This is an optimization exercise on Yosys and OpenROAD, whose aim is small area, not a production implementation.
In this exercise RTL edits were held to simulation tests only and were not proved equivalent to the original.
Power and IR drop assume default switching activity.

Design bus_checker, start of the top module:
module bus_checker
#(
   parameter int DRVRS   = 4,
   parameter int PCKG_SZ = 16,
   parameter int DEPTH   = 16,
   parameter int TS_W    = 16,
   localparam int SW = $clog2(DRVRS),
   localparam int IW = $clog2(DEPTH),
   localparam int CW = $clog2(DEPTH + 1)
) (
   input  logic               clk,
   input  logic               rst_n,
   input  logic               drv_valid,
   output logic               drv_ready,
   input  logic [SW-1:0]      drv_src,
   input  logic [PCKG_SZ-1:0] drv_data,
   input  logic               mon_valid,
   input  logic [SW-1:0]      mon_dst,
   input  logic [PCKG_SZ-1:0] mon_data,
   output logic               res_valid,
   output logic [1:0]         res_code,
   output logic [SW-1:0]      res_src,
   output logic [PCKG_SZ-1:0] res_data,
   output logic [TS_W-1:0]    res_latency,
   output logic [CW-1:0]      pending,
   output logic [15:0]        pass_cnt,
   output logic [15:0]        fail_cnt
);
Size: roughly 1300 cells after synthesis, about 120 I/O pins, ~22000 sq um of cells after synthesis.
==> module bus_checker, before the edit <==
module bus_checker
#(
   parameter int DRVRS   = 4,
   parameter int PCKG_SZ = 16,
   parameter int DEPTH   = 16,
   parameter int TS_W    = 16,
   localparam int SW = $clog2(DRVRS),
   localparam int IW = $clog2(DEPTH),
   localparam int CW = $clog2(DEPTH + 1)
) (
   input  logic               clk,
   input  logic               rst_n,
   input  logic               drv_valid,
   output logic               drv_ready,
   input  logic [SW-1:0]      drv_src,
   input  logic [PCKG_SZ-1:0] drv_data,
   input  logic               mon_valid,
   input  logic [SW-1:0]      mon_dst,
   input  logic [PCKG_SZ-1:0] mon_data,
   output logic               res_valid,
   output logic [1:0]         res_code,
   output logic [SW-1:0]      res_src,
   output logic [PCKG_SZ-1:0] res_data,
   output logic [TS_W-1:0]    res_latency,
   output logic [CW-1:0]      pending,
   output logic [15:0]        pass_cnt,
   output logic [15:0]        fail_cnt
);
   localparam int ID_W = bus_checker_pkg::ID_W;
   localparam int KW   = PCKG_SZ - ID_W + SW;
   logic [DEPTH-1:0][KW-1:0]   key_q;
   logic [DEPTH-1:0][SW-1:0]   src_q;
   logic [DEPTH-1:0][TS_W-1:0] ts_q;
   logic [DEPTH-1:0]           valid_q;
   logic [CW-1:0]              count_q;
   logic [DEPTH-1:0] first, shift;
   logic [DEPTH-1:0][SW+TS_W-1:0] rd_data;
   logic [SW-1:0]      hit_src;
   logic [TS_W-1:0]    hit_ts;
   logic               found, remove;
   logic [TS_W-1:0]    now_q;
   logic               accept, bad_id, push, dst_ok;
   logic               res_valid_q;
   logic [1:0]         res_code_q, res_code_d;
   logic [SW-1:0]      res_src_q;
   logic [PCKG_SZ-1:0] res_data_q;
   logic [TS_W-1:0]    res_ts_q;
   logic [15:0]        pass_q, fail_q, fail_d;
   logic               mon_fail;
   assign drv_ready = !count_q[CW-1];
   assign accept    = drv_valid && drv_ready;
   assign bad_id    = accept && (drv_data[PCKG_SZ-1 -: ID_W-SW] != '0);
   assign push      = accept && !bad_id;
   assign dst_ok    = mon_data[PCKG_SZ-ID_W +: SW] == mon_dst;
   bus_checker_sb #(
      .DEPTH (DEPTH),
      .KW    (KW)
   ) u_srch (
      .key_i      (key_q),
      .valid_i    (valid_q),
      .srch_key_i (mon_data[KW-1:0]),
      .srch_ok_i  (mon_data[PCKG_SZ-1 -: ID_W-SW] == '0),
      .srch_i     (mon_valid),
      .dst_ok_i   (dst_ok),
      .first_o    (first),
      .shift_o    (shift),
      .found_o    (found),
      .remove_o   (remove)
   );
   always_comb
      for (int i = 0; i < DEPTH; i++)
         rd_data[i] = {src_q[i], ts_q[i]};
   bus_checker_rd #(
      .DEPTH (DEPTH),
      .W     (SW + TS_W)
   ) u_rd (
      .sel_i  (first),
      .data_i (rd_data),
      .data_o ({hit_src, hit_ts})
   );
   always_ff @(posedge clk or negedge rst_n) begin
      if (!rst_n) begin
         valid_q <= '0;
         count_q <= '0;
      end else begin
         for (int i = 0; i < DEPTH - 1; i++)
            if (shift[i]) valid_q[i] <= valid_q[i+1];
         if (shift[DEPTH-1]) valid_q[DEPTH-1] <= push;
         count_q <= count_q + CW'(push) - CW'(remove);
      end
   end
   always_ff @(posedge clk) begin
      for (int i = 0; i < DEPTH - 1; i++)
         if (shift[i]) begin
            key_q[i] <= key_q[i+1];
            src_q[i] <= src_q[i+1];
            ts_q[i]  <= ts_q[i+1];
         end
      if (shift[DEPTH-1]) begin
         key_q[DEPTH-1] <= drv_data[KW-1:0];
         src_q[DEPTH-1] <= drv_src;
         ts_q[DEPTH-1]  <= ~now_q;
      end
   end
   always_comb begin
      if (!mon_valid)  res_code_d = bus_checker_pkg::RES_BAD_ID;
      else if (remove) res_code_d = bus_checker_pkg::RES_PASS;
      else if (found)  res_code_d = bus_checker_pkg::RES_MISROUTE;
      else             res_code_d = bus_checker_pkg::RES_NO_MATCH;
   end
   assign mon_fail = mon_valid && !remove;
   logic [TS_W-1:0] now_d;
   logic [TS_W:0]   now_c;
   logic [15:0]     pass_d, fail_s;
   logic [16:0]     pass_c, fail_c;
   logic            pass_inc;
   assign now_c[0] = 1'b1;
   for (genvar i = 0; i < TS_W; i++) begin : g_now
      assign now_d[i]   = now_q[i] ^ now_c[i];
      assign now_c[i+1] = now_q[i] & now_c[i];
   end
   assign pass_inc  = remove && !(&pass_q);
   assign pass_c[0] = pass_inc;
   for (genvar i = 0; i < 16; i++) begin : g_pass
      assign pass_d[i]   = pass_q[i] ^ pass_c[i];
      assign pass_c[i+1] = pass_q[i] & pass_c[i];
   end
   assign fail_s[0]  = fail_q[0] ^ mon_fail ^ bad_id;
   assign fail_c[0]  = 1'b0;
   assign fail_c[1]  = (fail_q[0] & mon_fail) | (fail_q[0] & bad_id) | (mon_fail & bad_id);
   for (genvar i = 1; i < 16; i++) begin : g_fail
      assign fail_s[i]   = fail_q[i] ^ fail_c[i];
      assign fail_c[i+1] = fail_q[i] & fail_c[i];
   end
   assign fail_d = fail_c[16] ? 16'hFFFF : fail_s;
   always_ff @(posedge clk or negedge rst_n) begin
      if (!rst_n) begin
         now_q       <= '0;
         res_valid_q <= 1'b0;
         pass_q      <= '0;
         fail_q      <= '0;
      end else begin
         now_q       <= now_d;
         res_valid_q <= mon_valid || bad_id;
         pass_q      <= pass_d;
         fail_q      <= fail_d;
      end
   end
   always_ff @(posedge clk) begin
      res_code_q <= res_code_d;
      res_src_q  <= remove ? hit_src : '0;
      res_ts_q   <= hit_ts;
      res_data_q <= mon_valid ? mon_data : drv_data;
   end
   logic [TS_W-1:0] lat_s;
   logic [TS_W:0]   lat_c;
   assign lat_c[0] = 1'b0;
   for (genvar i = 0; i < TS_W; i++) begin : g_lat
      assign lat_s[i]   = now_q[i] ^ res_ts_q[i] ^ lat_c[i];
      assign lat_c[i+1] = (now_q[i] & res_ts_q[i]) | (lat_c[i] & (now_q[i] ^ res_ts_q[i]));
   end
   assign res_latency = res_code_q == bus_checker_pkg::RES_PASS ? lat_s : '0;
   assign pending     = count_q;
   assign res_valid   = res_valid_q;
   assign res_code    = res_code_q;
   assign res_src     = res_src_q;
   assign res_data    = res_data_q;
   assign pass_cnt    = pass_q;
   assign fail_cnt    = fail_q;
endmodule
export LEC_CHECK = 0
export CAP_MARGIN = 20
export CORE_MARGIN = 2
export CORE_UTILIZATION = 40
export SLEW_MARGIN = 20
export SYNTH_HIERARCHICAL = 1
create_clock -name core_clock -period 10.0 [get_ports {clk}]
standard.sh (not shown) runs the stock make flow with config.mk's settings and CLKGATE_MAP_FILE= SYNTH_SCRIPT=/design/flow/synth_recipe.tcl, a recipe that flattens the netlist after the stock synthesis.
==> flow/flow/run.sh <==
#!/bin/bash
# Standard layout with three changes: plain buf_1 port buffers (the resizer still
# upsizes them where needed), no CTS dummy loads, and larger clkbuf_8 leaf clusters.
set -euo pipefail
bash standard.sh \
  "BUFFER_PORTS_ARGS=-buffer_cell sky130_fd_sc_hd__buf_1" \
  "CTS_ARGS=-sink_clustering_enable -repair_clock_nets -dont_use_dummy_load -buf_list sky130_fd_sc_hd__clkbuf_8 -sink_clustering_size 16 -sink_clustering_max_diameter 50" \
  finish > standard_flow.log 2>&1
Change:
--- a/flow/design.v
+++ b/flow/design.v
@@ -98,11 +98,12 @@
    logic               res_valid_q;
    logic [1:0]         res_code_q, res_code_d;
    logic [SW-1:0]      res_src_q;
    logic [PCKG_SZ-1:0] res_data_q;
-   logic [TS_W-1:0]    res_ts_q;
+   logic [TS_W-1:0]    res_lat_q;
    logic [15:0]        pass_q, fail_q, fail_d;
    logic               mon_fail;
+   logic [16:0]        fail_sum;
    assign drv_ready = !count_q[CW-1];
    assign accept    = drv_valid && drv_ready;
    assign bad_id    = accept && (drv_data[PCKG_SZ-1 -: ID_W-SW] != '0);
    assign push      = accept && !bad_id;
@@ -153,9 +154,9 @@
          end
       if (shift[DEPTH-1]) begin
          key_q[DEPTH-1] <= drv_data[KW-1:0];
          src_q[DEPTH-1] <= drv_src;
-         ts_q[DEPTH-1]  <= ~now_q;
+         ts_q[DEPTH-1]  <= now_q;
       end
    end
    always_comb begin
       if (!mon_valid)  res_code_d = bus_checker_pkg::RES_BAD_ID;
@@ -163,63 +164,34 @@
       else if (found)  res_code_d = bus_checker_pkg::RES_MISROUTE;
       else             res_code_d = bus_checker_pkg::RES_NO_MATCH;
    end
    assign mon_fail = mon_valid && !remove;
-   logic [TS_W-1:0] now_d;
-   logic [TS_W:0]   now_c;
-   logic [15:0]     pass_d, fail_s;
-   logic [16:0]     pass_c, fail_c;
-   logic            pass_inc;
-   assign now_c[0] = 1'b1;
-   for (genvar i = 0; i < TS_W; i++) begin : g_now
-      assign now_d[i]   = now_q[i] ^ now_c[i];
-      assign now_c[i+1] = now_q[i] & now_c[i];
-   end
-   assign pass_inc  = remove && !(&pass_q);
-   assign pass_c[0] = pass_inc;
-   for (genvar i = 0; i < 16; i++) begin : g_pass
-      assign pass_d[i]   = pass_q[i] ^ pass_c[i];
-      assign pass_c[i+1] = pass_q[i] & pass_c[i];
-   end
-   assign fail_s[0]  = fail_q[0] ^ mon_fail ^ bad_id;
-   assign fail_c[0]  = 1'b0;
-   assign fail_c[1]  = (fail_q[0] & mon_fail) | (fail_q[0] & bad_id) | (mon_fail & bad_id);
-   for (genvar i = 1; i < 16; i++) begin : g_fail
-      assign fail_s[i]   = fail_q[i] ^ fail_c[i];
-      assign fail_c[i+1] = fail_q[i] & fail_c[i];
-   end
-   assign fail_d = fail_c[16] ? 16'hFFFF : fail_s;
+   assign fail_sum = {1'b0, fail_q} + 17'(mon_fail) + 17'(bad_id);
+   assign fail_d   = fail_sum[16] ? 16'hFFFF : fail_sum[15:0];
    always_ff @(posedge clk or negedge rst_n) begin
       if (!rst_n) begin
          now_q       <= '0;
          res_valid_q <= 1'b0;
          pass_q      <= '0;
          fail_q      <= '0;
       end else begin
-         now_q       <= now_d;
+         now_q       <= now_q + TS_W'(1);
          res_valid_q <= mon_valid || bad_id;
-         pass_q      <= pass_d;
+         if (remove && pass_q != 16'hFFFF) pass_q <= pass_q + 16'd1;
          fail_q      <= fail_d;
       end
    end
    always_ff @(posedge clk) begin
       res_code_q <= res_code_d;
       res_src_q  <= remove ? hit_src : '0;
-      res_ts_q   <= hit_ts;
       res_data_q <= mon_valid ? mon_data : drv_data;
+      res_lat_q  <= remove ? now_q - hit_ts : '0;
    end
-   logic [TS_W-1:0] lat_s;
-   logic [TS_W:0]   lat_c;
-   assign lat_c[0] = 1'b0;
-   for (genvar i = 0; i < TS_W; i++) begin : g_lat
-      assign lat_s[i]   = now_q[i] ^ res_ts_q[i] ^ lat_c[i];
-      assign lat_c[i+1] = (now_q[i] & res_ts_q[i]) | (lat_c[i] & (now_q[i] ^ res_ts_q[i]));
-   end
-   assign res_latency = res_code_q == bus_checker_pkg::RES_PASS ? lat_s : '0;
    assign pending     = count_q;
    assign res_valid   = res_valid_q;
    assign res_code    = res_code_q;
    assign res_src     = res_src_q;
    assign res_data    = res_data_q;
+   assign res_latency = res_lat_q;
    assign pass_cnt    = pass_q;
    assign fail_cnt    = fail_q;
 endmodule
The changed run finished clean.
Register-to-register slack improved by 0.79 ns.
Cell count rose by 6.1%.
Worst setup slack improved by 2.5 ns.
Design area rose by 2.2%.
Critical path depth fell by 3.
Clock power rose by about 5%.
Combinational power fell by about 3%.
Power rose by 1.6%.
Clock-buffer cell count rose by 5.
Worst hold slack improved by 0.015 ns.
Die area rose by 2.4%.
Sequential share of layout area fell by 1.5 points.
Via count rose by 8.5%.

## port drivers added, routing unchanged
How much do the figures lean on ideal ports? The routed layouts below were timed once more, with nothing changed but the port constraints.
Step 1, drivers: a clkbuf_16 drives clk and a buf_2 each remaining input, both assumed.
Step 2 times the ports against the registers' clock, not the clock port: input delays grow and output delays shrink by t, the midpoint of the rising clock arrivals with the driver on.
a / b / c = ideal ports / drivers / drivers and shift; a / b = the first two.
run | t, ns | setup slack, ns | worst setup path at the end | worst register clock-pin slew, ns
the first run | 0.665 | 0.651 / 0.600 / 1.265 | register to output | 0.10 / 0.10
the second run | 0.702 | 3.167 / 3.195 / 2.493 | input to register | 0.10 / 0.10
After both steps setup and hold are still met in every run listed. For the second run, which loses most, drivers alone change the setup slack by +0.028 ns; drivers and shift together by -0.674 ns.
